From an optimization exercise on the open Yosys and OpenROAD flow, aimed at small area, a short achievable clock period and few clock cycles per item; shortcuts taken in it are not production practice. Function was not checked in any run shown here: the RTL went through the layout flow alone. Power is estimated from default activity; no workload was simulated.

==> flow/design.v (outline; a module is shown in full before it is edited, if it fits) <==
// module csa_fa: 9 lines
// module csa_ha: 8 lines
// module binary_neuron: 961 lines
module binary_neuron (
    input  logic                    clk,
    input  logic                    reset,
    input  logic                    in_valid,
    output logic                    in_ready,
    input  logic [320:0]            in_req,
    output logic                    out_valid,
    input  logic                    out_ready,
    output logic [9:0]              out_sum
);
  // ...
==> flow/flow/run.sh <==
#!/bin/bash
# The standard layout (standard.sh: ORFS synthesis to final layout), with
# two changes:
#  - the input and output ports are buffered with the smallest buffer,
#    sky130_fd_sc_hd__buf_1, instead of the cell buffer_ports picks by default
#    (clkdlybuf4s50_1); later repair steps may still resize them;
#  - clock tree synthesis adds no dummy loads to the clock tree.
set -euo pipefail
export BUFFER_PORTS_ARGS="-buffer_cell sky130_fd_sc_hd__buf_1"
export CTS_ARGS="-sink_clustering_enable -repair_clock_nets -buf_list sky130_fd_sc_hd__clkbuf_8 -dont_use_dummy_load"
bash standard.sh > standard_flow.log 2>&1
==> flow/standard.sh <==
#!/bin/bash
# synth_recipe.tcl (not shown) runs the flow's synth.tcl, then flattens the netlist and writes it again
# the make line also repeats each setting of config.mk as NAME=value (left out here)
make -C /OpenROAD-flow-scripts/flow DESIGN_CONFIG=/design/flow/config.mk WORK_HOME=/design/flow/orfs CLKGATE_MAP_FILE= SYNTH_SCRIPT=/design/flow/synth_recipe.tcl "${@:-finish}"
==> flow/config.mk <==
export PLATFORM = sky130hd
export DESIGN_NAME = binary_neuron
export DESIGN_NICKNAME = binary_neuron
export VERILOG_FILES = /design/flow/design.v
export SDC_FILE = /design/flow/constraint.sdc
export NUM_CORES = 4
export LEC_CHECK = 0
export CAP_MARGIN = 20
export CORE_MARGIN = 2
export CORE_UTILIZATION = 40
export CTS_BUF_LIST = sky130_fd_sc_hd__clkbuf_8
export SLEW_MARGIN = 20
export SYNTH_HIERARCHICAL = 1
export SYNTH_MINIMUM_KEEP_SIZE = 0
==> flow/constraint.sdc <==
create_clock -name core_clock -period 6.0 [get_ports {clk}]
set_input_delay 1.2000 -clock core_clock [delete_from_list [all_inputs] [get_ports {clk}]]
set_output_delay 1.2000 -clock core_clock [all_outputs]
set_load 0.01 [all_outputs]
==> out/metrics.cfg, run 1 <==
[sta]
fmax_mhz=347
hold_viol=0
setup_viol=0
slew_headroom_pct=40.0

[status]
outcome=no timing/DRC/antenna violations

[logic_synthesis]
synth_mux_area_share_pct=0.140
yosys.area_share.simple_pct=11.9
ys_warn_count=8
synth_nets=1759

[grt]
grt_pass1_wl_um=54300
antenna_found_initial=0

[setup_path]
crit_fanout=1
crit_path_cell_trace=fa_1 > fa_1 > fa_1 > fa_1 > fa_1
cp.depth=5
cp.buffers_inverters=0

[pwr]
p_seq_share_pct=33.5
p_sw_share_pct=39.1
clk-power_mw=1.16

[clock_network]
cts_setup_buffers=0
ctsHoldBuffers=0
clk_latency_ns=0.53

[finish]
largest_reg_flops=40
biggestRegsByFlops=q_data: 40 flops, out_sum: 10 flops, pending: 5 flops
multi_input_area_um2=8930

[routing]
vias=9212

==> inputs of run 2 (changes only) <==
--- a/flow/design.v
+++ b/flow/design.v
@@ -215,18 +215,18 @@
     wire q3_61 = ~(in_req[76] ^ (~in_req[3] & (in_req[73] | in_req[74] | in_req[75])));
     wire p1_62 = in_req[70] ^ (~in_req[2] & in_req[69]);
     wire p2_62 = in_req[71] ^ (~in_req[2] & (in_req[69] | in_req[70]));
     wire q3_62 = ~(in_req[72] ^ (~in_req[2] & (in_req[69] | in_req[70] | in_req[71])));
     wire p1_63 = in_req[66] ^ (~in_req[1] & in_req[65]);
     wire p2_63 = in_req[67] ^ (~in_req[1] & (in_req[65] | in_req[66]));
     wire q3_63 = ~(in_req[68] ^ (~in_req[1] & (in_req[65] | in_req[66] | in_req[67])));
     logic r1_s39, r1_s41, r1_s43, r1_s45, r1_s47, r1_s49, r1_s51, r1_s53, r1_s55, r1_s107, r1_c44, r1_c46, r1_c48, r1_c50, r1_c52, r1_c54, r1_c56, r1_s109, r1_s111, r1_s113, r1_s115, r1_s117, r1_s119, r1_s121, r1_s123, r1_s125, r1_s127, r1_s129, r1_s131, r1_s133, r1_s135, r1_s201, r1_c124, r1_c126, r1_c128, r1_c130, r1_c132, r1_c134, r1_c136, r1_s203, r1_s205, r1_s207, r1_s209, r1_s211, r1_s213, r1_s215, r1_s217, r1_s219, r1_s221, r1_s223, r1_s225, r1_s227, r1_s229, r1_s231, r1_s233, r1_s235, r1_s311, r1_s313, r1_c204, r1_c206, r1_c208, r1_c210, r1_c212, r1_c214, r1_c216, r1_c218, r1_c220, r1_c222, r1_c224, r1_c226, r1_c228, r1_c230, r1_c232, r1_c234, r1_c236, r1_s315, r1_s317, r1_s319, r1_s321, r1_s323, r1_s325, r1_s327, r1_s329, r1_s331, r1_s333, r1_s335, r1_s337, r1_s339, r1_s341, r1_c314, r1_c316, r1_c318, r1_c320, r1_c322, r1_c324, r1_c326, r1_c328, r1_c330, r1_c332, r1_c334, r1_c336, r1_c338, r1_c340, r1_c342, r1_s393, r1_s395, r1_s397, r1_s399, r1_s401, r1_s403, r1_s405, r1_c394, r1_c396, r1_c398, r1_c400, r1_c402, r1_c404, r1_c406;
-    logic r2_s265, r2_s267, r2_s269, r2_s383, r2_c270, r2_s385, r2_s387, r2_s435, r2_s437, r2_s439, r2_c386, r2_s441, r2_c388, r2_s443, r2_s469, r2_c442, r2_c444, r2_s471, r2_s473, r2_c472, r2_s487, r2_c474, r2_s489, r2_c488, r2_c490, r2_s497, r2_c498, r2_s63, r2_s157, r2_s159;
-    logic r3_s477, r3_c452, r3_s479, r3_c478, r3_s493, r3_c480, r3_s63, r3_s157, r3_s271, r3_s391, r3_s451, r3_s501, r3_s503, r3_c504, r3_s159, r3_c502;
+    logic r2_c158, r2_c160, r2_s263, r2_s265, r2_s267, r2_c268, r2_s379, r2_s381, r2_s383, r2_s385, r2_s433, r2_c382, r2_c384, r2_s435, r2_s437, r2_s439, r2_c386, r2_s441, r2_s465, r2_c440, r2_s467, r2_c442, r2_s469, r2_s471, r2_c468, r2_s485, r2_c470, r2_c472, r2_s487, r2_c488, r2_s497, r2_c498, r2_s63, r2_s157, r2_s159;
+    logic r3_c450, r3_s479, r3_c452, r3_s491, r3_c480, r3_s493, r3_s63, r3_s157, r3_s271, r3_s391, r3_s451, r3_s501, r3_s503, r3_c504, r3_s159, r3_c502;
     wire s1 = ~(in_req[317] ^ in_req[313]);
     wire c2 = in_req[317] | in_req[313];
     wire s3, c4;
     csa_fa u_s3 (.a(in_req[309]), .b(in_req[305]), .c(in_req[301]), .s(s3), .co(c4));
     wire s5, c6;
     csa_fa u_s5 (.a(in_req[297]), .b(in_req[293]), .c(in_req[289]), .s(s5), .co(c6));
     wire s7, c8;
     csa_fa u_s7 (.a(in_req[285]), .b(in_req[281]), .c(in_req[277]), .s(s7), .co(c8));
@@ -486,19 +486,19 @@
     csa_fa u_s261 (.a(s245), .b(s247), .c(s249), .s(s261), .co(c262));
     wire s263, c264;
     csa_fa u_s263 (.a(s251), .b(c152), .c(c154), .s(s263), .co(c264));
     wire s265, c266;
     csa_fa u_s265 (.a(c156), .b(s253), .c(s255), .s(s265), .co(c266));
     wire s267, c268;
     csa_fa u_s267 (.a(s257), .b(s259), .c(s261), .s(s267), .co(c268));
     wire s269, c270;
-    csa_fa u_s269 (.a(c158), .b(c160), .c(s263), .s(s269), .co(c270));
+    csa_fa u_s269 (.a(r2_c158), .b(r2_c160), .c(r2_s263), .s(s269), .co(c270));
     wire s271, c272;
-    csa_fa u_s271 (.a(r2_s265), .b(r2_s267), .c(r2_s269), .s(s271), .co(c272));
+    csa_fa u_s271 (.a(r2_s265), .b(r2_s267), .c(s269), .s(s271), .co(c272));
     wire s273 = ~(q3_0 ^ q3_1);
     wire c274 = q3_0 | q3_1;
     wire s275, c276;
     csa_fa u_s275 (.a(q3_2), .b(q3_3), .c(q3_4), .s(s275), .co(c276));
     wire s277, c278;
     csa_fa u_s277 (.a(q3_5), .b(q3_6), .c(q3_7), .s(s277), .co(c278));
     wire s279, c280;
     csa_fa u_s279 (.a(q3_8), .b(q3_9), .c(q3_10), .s(s279), .co(c280));
@@ -582,43 +582,43 @@
     csa_fa u_s357 (.a(r1_s319), .b(r1_s321), .c(r1_s323), .s(s357), .co(c358));
     wire s359, c360;
     csa_fa u_s359 (.a(r1_s325), .b(r1_s327), .c(r1_s329), .s(s359), .co(c360));
     wire s361, c362;
     csa_fa u_s361 (.a(r1_s331), .b(r1_s333), .c(r1_s335), .s(s361), .co(c362));
     wire s363, c364;
     csa_fa u_s363 (.a(r1_s337), .b(r1_s339), .c(r1_s341), .s(s363), .co(c364));
     wire s365, c366;
-    csa_fa u_s365 (.a(s359), .b(s361), .c(s363), .s(s365), .co(c366));
+    csa_fa u_s365 (.a(c238), .b(c240), .c(c242), .s(s365), .co(c366));
     wire s367, c368;
-    csa_fa u_s367 (.a(c238), .b(c240), .c(c242), .s(s367), .co(c368));
+    csa_fa u_s367 (.a(c244), .b(c246), .c(c248), .s(s367), .co(c368));
     wire s369, c370;
-    csa_fa u_s369 (.a(c244), .b(c246), .c(c248), .s(s369), .co(c370));
+    csa_fa u_s369 (.a(c250), .b(c252), .c(s343), .s(s369), .co(c370));
     wire s371, c372;
-    csa_fa u_s371 (.a(c250), .b(c252), .c(s343), .s(s371), .co(c372));
+    csa_fa u_s371 (.a(s345), .b(s347), .c(s349), .s(s371), .co(c372));
     wire s373, c374;
-    csa_fa u_s373 (.a(s345), .b(s347), .c(s349), .s(s373), .co(c374));
+    csa_fa u_s373 (.a(s351), .b(s353), .c(s355), .s(s373), .co(c374));
     wire s375, c376;
-    csa_fa u_s375 (.a(s351), .b(s353), .c(s355), .s(s375), .co(c376));
+    csa_fa u_s375 (.a(s357), .b(s359), .c(s361), .s(s375), .co(c376));
     wire s377, c378;
-    csa_fa u_s377 (.a(s357), .b(s365), .c(c254), .s(s377), .co(c378));
+    csa_fa u_s377 (.a(s363), .b(c254), .c(c256), .s(s377), .co(c378));
     wire s379, c380;
-    csa_fa u_s379 (.a(c256), .b(c258), .c(c260), .s(s379), .co(c380));
+    csa_fa u_s379 (.a(c258), .b(c260), .c(c262), .s(s379), .co(c380));
     wire s381, c382;
-    csa_fa u_s381 (.a(c262), .b(s367), .c(s369), .s(s381), .co(c382));
+    csa_fa u_s381 (.a(s365), .b(s367), .c(s369), .s(s381), .co(c382));
     wire s383, c384;
     csa_fa u_s383 (.a(s371), .b(s373), .c(s375), .s(s383), .co(c384));
     wire s385, c386;
     csa_fa u_s385 (.a(c264), .b(c266), .c(s377), .s(s385), .co(c386));
     wire s387, c388;
-    csa_fa u_s387 (.a(c268), .b(s379), .c(s381), .s(s387), .co(c388));
+    csa_fa u_s387 (.a(r2_c268), .b(r2_s379), .c(r2_s381), .s(s387), .co(c388));
     wire s389, c390;
-    csa_fa u_s389 (.a(r2_s383), .b(r2_c270), .c(r2_s385), .s(s389), .co(c390));
+    csa_fa u_s389 (.a(r2_s383), .b(r2_s385), .c(c270), .s(s389), .co(c390));
     wire s391, c392;
-    csa_fa u_s391 (.a(r2_s387), .b(c272), .c(s389), .s(s391), .co(c392));
+    csa_fa u_s391 (.a(s387), .b(c272), .c(s389), .s(s391), .co(c392));
     wire s393 = ~(c274 ^ c276);
     wire c394 = c274 | c276;
     wire s395, c396;
     csa_fa u_s395 (.a(c278), .b(c280), .c(c282), .s(s395), .co(c396));
     wire s397, c398;
     csa_fa u_s397 (.a(c284), .b(c286), .c(c288), .s(s397), .co(c398));
     wire s399, c400;
     csa_fa u_s399 (.a(c290), .b(c292), .c(c294), .s(s399), .co(c400));
@@ -638,95 +638,95 @@
     csa_fa u_s413 (.a(r1_c332), .b(r1_c334), .c(r1_c336), .s(s413), .co(c414));
     wire s415, c416;
     csa_fa u_s415 (.a(r1_c338), .b(r1_c340), .c(r1_c342), .s(s415), .co(c416));
     wire s417, c418;
     csa_fa u_s417 (.a(r1_s393), .b(r1_s395), .c(r1_s397), .s(s417), .co(c418));
     wire s419, c420;
     csa_fa u_s419 (.a(r1_s399), .b(r1_s401), .c(r1_s403), .s(s419), .co(c420));
     wire s421, c422;
-    csa_fa u_s421 (.a(r1_s405), .b(c360), .c(c362), .s(s421), .co(c422));
+    csa_fa u_s421 (.a(r1_s405), .b(c344), .c(c346), .s(s421), .co(c422));
     wire s423, c424;
-    csa_fa u_s423 (.a(c364), .b(c344), .c(c346), .s(s423), .co(c424));
+    csa_fa u_s423 (.a(c348), .b(c350), .c(c352), .s(s423), .co(c424));
     wire s425, c426;
-    csa_fa u_s425 (.a(c348), .b(c350), .c(c352), .s(s425), .co(c426));
+    csa_fa u_s425 (.a(c354), .b(c356), .c(c358), .s(s425), .co(c426));
     wire s427, c428;
-    csa_fa u_s427 (.a(c354), .b(c356), .c(c358), .s(s427), .co(c428));
+    csa_fa u_s427 (.a(c360), .b(c362), .c(c364), .s(s427), .co(c428));
     wire s429, c430;
-    csa_fa u_s429 (.a(c366), .b(s407), .c(s409), .s(s429), .co(c430));
+    csa_fa u_s429 (.a(s407), .b(s409), .c(s411), .s(s429), .co(c430));
     wire s431, c432;
-    csa_fa u_s431 (.a(s411), .b(s413), .c(s415), .s(s431), .co(c432));
+    csa_fa u_s431 (.a(s413), .b(s415), .c(s417), .s(s431), .co(c432));
     wire s433, c434;
-    csa_fa u_s433 (.a(s417), .b(s419), .c(s421), .s(s433), .co(c434));
+    csa_fa u_s433 (.a(s419), .b(c366), .c(c368), .s(s433), .co(c434));
     wire s435, c436;
-    csa_fa u_s435 (.a(c368), .b(c370), .c(c372), .s(s435), .co(c436));
+    csa_fa u_s435 (.a(c370), .b(c372), .c(c374), .s(s435), .co(c436));
     wire s437, c438;
-    csa_fa u_s437 (.a(c374), .b(c376), .c(s423), .s(s437), .co(c438));
+    csa_fa u_s437 (.a(c376), .b(s421), .c(s423), .s(s437), .co(c438));
     wire s439, c440;
     csa_fa u_s439 (.a(s425), .b(s427), .c(s429), .s(s439), .co(c440));
     wire s441, c442;
-    csa_fa u_s441 (.a(s431), .b(s433), .c(c378), .s(s441), .co(c442));
+    csa_fa u_s441 (.a(s431), .b(c378), .c(c380), .s(s441), .co(c442));
     wire s443, c444;
-    csa_fa u_s443 (.a(c380), .b(c382), .c(c384), .s(s443), .co(c444));
+    csa_fa u_s443 (.a(r2_s433), .b(r2_c382), .c(r2_c384), .s(s443), .co(c444));
     wire s445, c446;
     csa_fa u_s445 (.a(r2_s435), .b(r2_s437), .c(r2_s439), .s(s445), .co(c446));
     wire s447, c448;
-    csa_fa u_s447 (.a(r2_c386), .b(r2_s441), .c(r2_c388), .s(s447), .co(c448));
+    csa_fa u_s447 (.a(r2_c386), .b(r2_s441), .c(c388), .s(s447), .co(c448));
     wire s449, c450;
-    csa_fa u_s449 (.a(r2_s443), .b(c390), .c(s445), .s(s449), .co(c450));
+    csa_fa u_s449 (.a(s443), .b(s445), .c(c390), .s(s449), .co(c450));
     wire s451, c452;
     csa_fa u_s451 (.a(s447), .b(c392), .c(s449), .s(s451), .co(c452));
     wire s453 = ~(r1_c394 ^ r1_c396);
     wire c454 = r1_c394 | r1_c396;
     wire s455, c456;
     csa_fa u_s455 (.a(r1_c398), .b(r1_c400), .c(r1_c402), .s(s455), .co(c456));
     wire s457, c458;
     csa_fa u_s457 (.a(r1_c404), .b(r1_c406), .c(c408), .s(s457), .co(c458));
     wire s459, c460;
     csa_fa u_s459 (.a(c410), .b(c412), .c(c414), .s(s459), .co(c460));
     wire s461, c462;
     csa_fa u_s461 (.a(c416), .b(c418), .c(c420), .s(s461), .co(c462));
     wire s463, c464;
-    csa_fa u_s463 (.a(c422), .b(s453), .c(s455), .s(s463), .co(c464));
+    csa_fa u_s463 (.a(s453), .b(s455), .c(c422), .s(s463), .co(c464));
     wire s465, c466;
     csa_fa u_s465 (.a(c424), .b(c426), .c(c428), .s(s465), .co(c466));
     wire s467, c468;
-    csa_fa u_s467 (.a(c430), .b(c432), .c(c434), .s(s467), .co(c468));
+    csa_fa u_s467 (.a(c430), .b(c432), .c(s457), .s(s467), .co(c468));
     wire s469, c470;
-    csa_fa u_s469 (.a(s457), .b(s459), .c(s461), .s(s469), .co(c470));
+    csa_fa u_s469 (.a(s459), .b(s461), .c(c434), .s(s469), .co(c470));
     wire s471, c472;
-    csa_fa u_s471 (.a(s463), .b(c436), .c(c438), .s(s471), .co(c472));
+    csa_fa u_s471 (.a(c436), .b(c438), .c(s463), .s(s471), .co(c472));
     wire s473, c474;
-    csa_fa u_s473 (.a(s465), .b(c440), .c(s467), .s(s473), .co(c474));
+    csa_fa u_s473 (.a(r2_s465), .b(r2_c440), .c(r2_s467), .s(s473), .co(c474));
     wire s475, c476;
-    csa_fa u_s475 (.a(r2_s469), .b(r2_c442), .c(r2_c444), .s(s475), .co(c476));
+    csa_fa u_s475 (.a(r2_c442), .b(r2_s469), .c(r2_s471), .s(s475), .co(c476));
     wire s477, c478;
-    csa_fa u_s477 (.a(r2_s471), .b(r2_s473), .c(c446), .s(s477), .co(c478));
+    csa_fa u_s477 (.a(c444), .b(c446), .c(s473), .s(s477), .co(c478));
     wire s479, c480;
-    csa_fa u_s479 (.a(c448), .b(s475), .c(c450), .s(s479), .co(c480));
+    csa_fa u_s479 (.a(s475), .b(c448), .c(s477), .s(s479), .co(c480));
     wire s481, c482;
-    csa_fa u_s481 (.a(r3_s477), .b(r3_c452), .c(r3_s479), .s(s481), .co(c482));
+    csa_fa u_s481 (.a(r3_c450), .b(r3_s479), .c(r3_c452), .s(s481), .co(c482));
     wire s483 = ~(c454 ^ c456);
     wire c484 = c454 | c456;
     wire s485, c486;
     csa_fa u_s485 (.a(c458), .b(c460), .c(c462), .s(s485), .co(c486));
     wire s487, c488;
-    csa_fa u_s487 (.a(c464), .b(s483), .c(c466), .s(s487), .co(c488));
+    csa_fa u_s487 (.a(s483), .b(c464), .c(c466), .s(s487), .co(c488));
     wire s489, c490;
-    csa_fa u_s489 (.a(c468), .b(c470), .c(s485), .s(s489), .co(c490));
+    csa_fa u_s489 (.a(r2_c468), .b(r2_s485), .c(r2_c470), .s(s489), .co(c490));
     wire s491, c492;
-    csa_fa u_s491 (.a(r2_c472), .b(r2_s487), .c(r2_c474), .s(s491), .co(c492));
+    csa_fa u_s491 (.a(r2_c472), .b(r2_s487), .c(c474), .s(s491), .co(c492));
     wire s493, c494;
-    csa_fa u_s493 (.a(r2_s489), .b(c476), .c(s491), .s(s493), .co(c494));
+    csa_fa u_s493 (.a(c476), .b(s489), .c(c478), .s(s493), .co(c494));
     wire s495, c496;
-    csa_fa u_s495 (.a(r3_c478), .b(r3_s493), .c(r3_c480), .s(s495), .co(c496));
+    csa_fa u_s495 (.a(r3_s491), .b(r3_c480), .c(r3_s493), .s(s495), .co(c496));
     wire s497 = ~(c484 ^ c486);
     wire c498 = c484 | c486;
     wire s499, c500;
-    csa_fa u_s499 (.a(r2_c488), .b(r2_c490), .c(r2_s497), .s(s499), .co(c500));
+    csa_fa u_s499 (.a(r2_c488), .b(r2_s497), .c(c490), .s(s499), .co(c500));
     wire s501, c502;
     csa_fa u_s501 (.a(c492), .b(s499), .c(c494), .s(s501), .co(c502));
     wire s503 = ~(r2_c498 ^ c500);
     wire c504 = r2_c498 | c500;
     wire [9:0] row_a = {r3_c504, r3_s503, r3_s501, c482, s481, r3_s451, r3_s391, r3_s271, r3_s157, r3_s63};
     wire [9:0] row_b = {1'b0, r3_c502, c496, s495, 1'b0, 1'b0, 1'b0, 1'b0, r3_s159, 1'b0};
     wire [9:0] total = row_a + row_b;
     logic         accept, pop;
@@ -873,54 +873,59 @@
         r1_c396 <= c396;
         r1_c398 <= c398;
         r1_c400 <= c400;
         r1_c402 <= c402;
         r1_c404 <= c404;
         r1_c406 <= c406;
     end
     always_ff @(posedge clk) begin
+        r2_c158 <= c158;
+        r2_c160 <= c160;
+        r2_s263 <= s263;
         r2_s265 <= s265;
         r2_s267 <= s267;
-        r2_s269 <= s269;
+        r2_c268 <= c268;
+        r2_s379 <= s379;
+        r2_s381 <= s381;
         r2_s383 <= s383;
-        r2_c270 <= c270;
         r2_s385 <= s385;
-        r2_s387 <= s387;
+        r2_s433 <= s433;
+        r2_c382 <= c382;
+        r2_c384 <= c384;
         r2_s435 <= s435;
         r2_s437 <= s437;
         r2_s439 <= s439;
         r2_c386 <= c386;
         r2_s441 <= s441;
-        r2_c388 <= c388;
-        r2_s443 <= s443;
-        r2_s469 <= s469;
+        r2_s465 <= s465;
+        r2_c440 <= c440;
+        r2_s467 <= s467;
         r2_c442 <= c442;
-        r2_c444 <= c444;
+        r2_s469 <= s469;
         r2_s471 <= s471;
-        r2_s473 <= s473;
+        r2_c468 <= c468;
+        r2_s485 <= s485;
+        r2_c470 <= c470;
         r2_c472 <= c472;
         r2_s487 <= s487;
-        r2_c474 <= c474;
-        r2_s489 <= s489;
         r2_c488 <= c488;
-        r2_c490 <= c490;
         r2_s497 <= s497;
         r2_c498 <= c498;
         r2_s63 <= s63;
         r2_s157 <= s157;
         r2_s159 <= s159;
     end
     always_ff @(posedge clk) begin
-        r3_s477 <= s477;
-        r3_c452 <= c452;
+        r3_c450 <= c450;
         r3_s479 <= s479;
-        r3_c478 <= c478;
-        r3_s493 <= s493;
+        r3_c452 <= c452;
+        r3_s491 <= s491;
         r3_c480 <= c480;
+        r3_s493 <= s493;
         r3_s63 <= r2_s63;
         r3_s157 <= r2_s157;
         r3_s271 <= s271;
         r3_s391 <= s391;
         r3_s451 <= s451;
         r3_s501 <= s501;
         r3_s503 <= s503;
         r3_c504 <= c504;
@@ -934,29 +939,33 @@
     logic            result;        
     logic            head_load;     
     logic            q_push, q_pull;
     assign result    = stage_valid[3];
     assign q_empty   = !q_occ[0];
     assign head_load = !out_valid || out_ready;
     assign q_pull    = head_load && !q_empty;
     assign q_push    = result && !(head_load && q_empty);
+    logic [3:0]    q_occ_next;
+    logic            q_empty_sel;   
+    logic [3:0]    occ_if_load, occ_if_hold;
+    assign occ_if_hold = result ? {q_occ[2:0], 1'b1} : q_occ;
+    assign occ_if_load = (result || q_empty) ? q_occ : {1'b0, q_occ[3:1]};
+    assign q_occ_next  = head_load ? occ_if_load : occ_if_hold;
     always_ff @(posedge clk) begin
         if (reset) begin
-            q_wr  <= 4'd1;
-            q_rd  <= 4'd1;
-            q_occ <= '0;
+            q_wr        <= 4'd1;
+            q_rd        <= 4'd1;
+            q_occ       <= '0;
+            q_empty_sel <= 1'b1;
         end else begin
             if (q_push) q_wr <= {q_wr[2:0], q_wr[3]};
             if (q_pull) q_rd <= {q_rd[2:0], q_rd[3]};
-            case ({q_push, q_pull})
-                2'b10:   q_occ <= {q_occ[2:0], 1'b1};
-                2'b01:   q_occ <= {1'b0, q_occ[3:1]};
-                default: ;
-            endcase
+            q_occ       <= q_occ_next;
+            q_empty_sel <= !q_occ_next[0];
         end
     end
     always_ff @(posedge clk) begin
         for (int i = 0; i < 4; i++) begin
             if (q_push && q_wr[i]) q_data[i] <= total;
         end
     end
     always_comb begin
@@ -969,12 +978,12 @@
         if (reset) begin
             out_valid <= 1'b0;
         end else if (head_load) begin
             out_valid <= !q_empty || result;
         end
     end
     always_ff @(posedge clk) begin
         if (head_load) begin
-            out_sum <= q_empty ? total : q_head;
+            out_sum <= q_empty_sel ? total : q_head;
         end
     end
 endmodule
==> flow/flow/run.sh (replaced) <==
#!/bin/bash
# The standard layout (standard.sh: ORFS synthesis to final layout), with
# two changes:
#  - the input and output ports are buffered with the smallest buffer,
#    sky130_fd_sc_hd__buf_1, instead of the cell buffer_ports picks by default
#    (clkdlybuf4s50_1); later repair steps may still resize them;
#  - clock tree synthesis adds no dummy loads to the clock tree, and groups
#    the flip-flops into clusters of up to 15 within 75 um for its leaf
#    buffers (instead of searching for a clustering itself).
set -euo pipefail
# keep temporary files (Yosys/ABC) inside the work folder
export TMPDIR="$PWD/tmp"
mkdir -p "$TMPDIR"
export BUFFER_PORTS_ARGS="-buffer_cell sky130_fd_sc_hd__buf_1"
export CTS_ARGS="-sink_clustering_enable -repair_clock_nets -buf_list sky130_fd_sc_hd__clkbuf_8 -dont_use_dummy_load -sink_clustering_size 15 -sink_clustering_max_diameter 75"
bash standard.sh > standard_flow.log 2>&1
==> run 2 against run 1 <==
Against the previous run: synthesized cell count increased by 0.94%; die area increased by 1.3%; fmax grew 14%; sequential share of layout area increased by 0.95 points; worst hold slack gained 0.011 ns; utilization fell by 0.68 points; sequential power barely moved; register-to-register slack better by 0.47 ns; global-route usage decreased by 0.38 points; critical path type is now in -> reg; critical endpoint is now r1_s223; highest routed layer unchanged.
==> out/metrics.cfg, run 2 <==
[grt]
overflow=0
grt_pass1_vias=9889
antenna_found_initial=0  ; unchanged
grtUsageTotal_pct=18.6
grt_pass1_wl_um=53600  ; -1.2%
grt_start_max_net_pins=23

[finish]
nets=2116
largest_reg_flops=40  ; unchanged
drive_above_1_share_pct=2.03
layout_common_cells=buf_1, fa_1, nor2_1, dfxtp_1, xnor2_1
final_common_cell=buf_1
fillerInstances=3317
biggestRegsByFlops=q_data: 40 flops, out_sum: 10 flops, pending: 5 flops
area_delta_synth_final_pct=14.2
top_register=q_data

[pwr]
ir_drop_v=0.000237
p_leak_nw=6.02
power_density_nw_per_um2=460

[logic_synthesis]
synth.most_common_cell=fa_1
ys_ff_latch=242
synth_edf_count=50
async_flop_share_pct=0
synth_nets=1769  ; +0.57%
ys_warn_count=8  ; unchanged
avgSynthCellArea_um2=12.2
synth_flop_cell=dfxtp_1
yosysSeqAreaShare_pct=36.8
synth_top_area_share_pct=33.5
synthTopCellsByCount=fa_1, nor2_1, dfxtp_1, xnor2_1, xor2_1
synth_area_leaders=fa_1, dfxtp_1, edfxtp_1
syn_inst=1185
synth_cell_types=40
netlist_area_um2=14500
synth_area_leader_cell=fa_1

[floorplan]
initial_core_util_pct=40.7
dieHeight_um=194
die_area_um2=37800
row_count=69
pin_count=337
die_x_um=194
core_area_um2=35700

[setup_path]
worstRegToRegCells=4
r2r_setup_slack_ns=3.59
crit_end=r1_s223
crit_fanout=4  ; +3
r2r_end=r2_s471
start_kind=input port
crit_start=in_req[105]
endpoint_kind=flop
r2r-start=r1_s311
path_class=in -> reg
arrival_ns=2.92
cp_data_required_time_ns=6.41

[sta]
setup_slack_ns=3.48
period_minus_slack_ns=2.52
hold_viol=0  ; unchanged
post-route-period-util_pct=42.0
maxSlewViolCount=0
tns_ns=0
slew_headroom_pct=35.3  ; -4.7 points
fmax_mhz=397  ; +14%
grt_setup_unrepaired=false
setup_viol=0  ; unchanged
fin_worst_skew_ns=0.0614
tightest_slew_ns=0.971

[clock_network]
cts_max_path_buffers=3
cts_buffers=20
ctsResizeCount=0
cts_sinks=242
cts_setup_buffers=0  ; unchanged
clk_pin_slew_ns=0.09
htree_levels=1
root_buffer=clkbuf_8
cts_tree=done
ctsHoldBuffers=0  ; unchanged
clk_latency_ns=0.53  ; about the same

[routing]
drcViolationCount=0
drtIter0Drc=398
wl_per_cell_um=17.5
ant_nets=0
routed_via_density=4.63
dr.pass1.iters=4
vias=9214  ; +0.022%
wl_um=34900

[placed_design]
dp_slack_ns=2.91
gp_congestion=0.843
dp.final_hpwl_um=30600
port-buffer-count=336

[hold_path]
whs_path_depth=0
hold_path_class=reg -> reg

[status]
outcome=no timing/DRC/antenna violations

[run]
drv_cap=0

run 2: cell count changes after synthesis, sizes merged, moves of 3 or more:
cell	change
a21o	-3
inv	-3
dfxtp	+6
a21oi	-4
nand2	-4
o21a	+3
and2	+3
run 2: cell type report:
cell class	instances	area (µm²)	share of cell area (%)
Antenna cell	1	2.50	0.0151
Clock buffer	20	275	1.66
Inverter	33	124	0.747
Multi-Input combinational cell	899	8990	54.2
Sequential cell	242	5350	32.3
Tap cell	461	577	3.48
Timing Repair Buffer	336	1260	7.61
run 2: power by group:
part           leakage [nW]  total [mW]  switching (mW)  internal (mW)
clock network         0.144       0.790           0.490          0.300
registers              2.08        2.84           0.350           2.49
logic                  3.81        3.99            2.16           1.83
total                  6.02        7.62            3.00           4.62
run 2: Yosys stat by module (local to each module, per instance):
module	cells inside	area, µm²	flip-flops and latches	times used
csa_fa	1	20.0	0	243
binary_neuron	942	9650	242	1
run 2: logic make-up (layout without fill, tap and decap cells):
| family | after synthesis | count (layout) | share of synthesized area [%] |
|---|---|---|---|
| and+or+nand+nor | 382 | 382 | 12.1 |
| adders and majority gates | 259 | 259 | 34.9 |
| DFF | 242 | 242 | 36.8 |
| xor gates and xnor gates | 199 | 199 | 12.0 |
| AOI/OAI and AO/OA | 54 | 54 | 2.59 |
| buffers and inverters | 44 | 389 | 1.26 |
| muxes | 5 | 5 | 0.362 |
| other | 0 | 1 | 0 |
run 2: critical path: stages:
cell and delay [ns]:
buf_1 0.15, fa_1 0.57, fa_1 0.51, fa_1 0.49
run 2: metrics by stage:
step | total power, mW | cells | hold slack [ns] | util, % | cell area [µm²]
after detailed placement | 7.00 | 1971 | 0.313 | 45.7 | 16300
after floorplan | 5.35 | 1185 | 0.310 | - | 14500
after global placement | 6.84 | 1971 | 0.314 | 45.7 | 16300
final | 7.62 | 1992 | 0.334 | 46.5 | 16600
after CTS | 7.80 | 1991 | 0.335 | 46.5 | 16600
after global routing | 8.44 | 1991 | 0.350 | 46.5 | 16600
run 2: worst min-delay path by stage:
| stage | endpoint | slack, ns | start |
|---|---|---|---|
| final | r3_s159 | 0.33 | r2_s159 |
| after global routing | r3_s159 | 0.35 | r2_s159 |
| after CTS | r3_s157 | 0.34 | r2_s157 |
| after detailed placement | r3_s157 | 0.31 | r2_s157 |
| after global placement | r3_s159 | 0.31 | r2_s159 |
| after floorplan | r3_s157 | 0.31 | r2_s157 |
run 2: per-layer routing:
| metal | vias up | global-route usage [%] | routed length (µm) |
|---|---|---|---|
| li1 | 4474 | - | - |
| met1 | 4489 | 23.4 | 14500 |
| met2 | 214 | 34.3 | 18400 |
| met3 | 37 | 2.29 | 1320 |
| met4 | 0 | 3.56 | 663 |
| met5 | - | 0 | 0 |

==> re-timing with driven ports <==
The flow's constraints put no driver on any port. The routed layouts listed below were extracted and timed again, unchanged, in two steps.
Step 1 (the two cells are an assumption about what drives the block):
set clk [get_ports {clk}]
set_driving_cell -lib_cell sky130_fd_sc_hd__clkbuf_16 $clk
set_driving_cell -lib_cell sky130_fd_sc_hd__buf_2 [delete_from_list [all_inputs] $clk]
Step 2 also shifts input and output timing later by t, the mid clock arrival at the registers, as if the neighbouring blocks saw the same clock.
Slacks: ideal / step 1 / step 2; pairs: ideal / step 1.
run	shift t [ns]	setup WS [ns]	latest minus earliest clock arrival (ns)	slew at the worst register clock pin (ns)	pins driven straight from the clock port
run 1	0.549	3.117 / 3.117 / 2.960	0.058 / 0.058	0.06 / 0.06	1
run 2	0.541	3.482 / 3.484 / 2.943	0.061 / 0.061	0.10 / 0.10	1
After both steps every run listed still meets setup and hold. The setup slack of run 2, which loses most, moves by +0.002 ns with the drivers and by -0.539 ns with both steps.
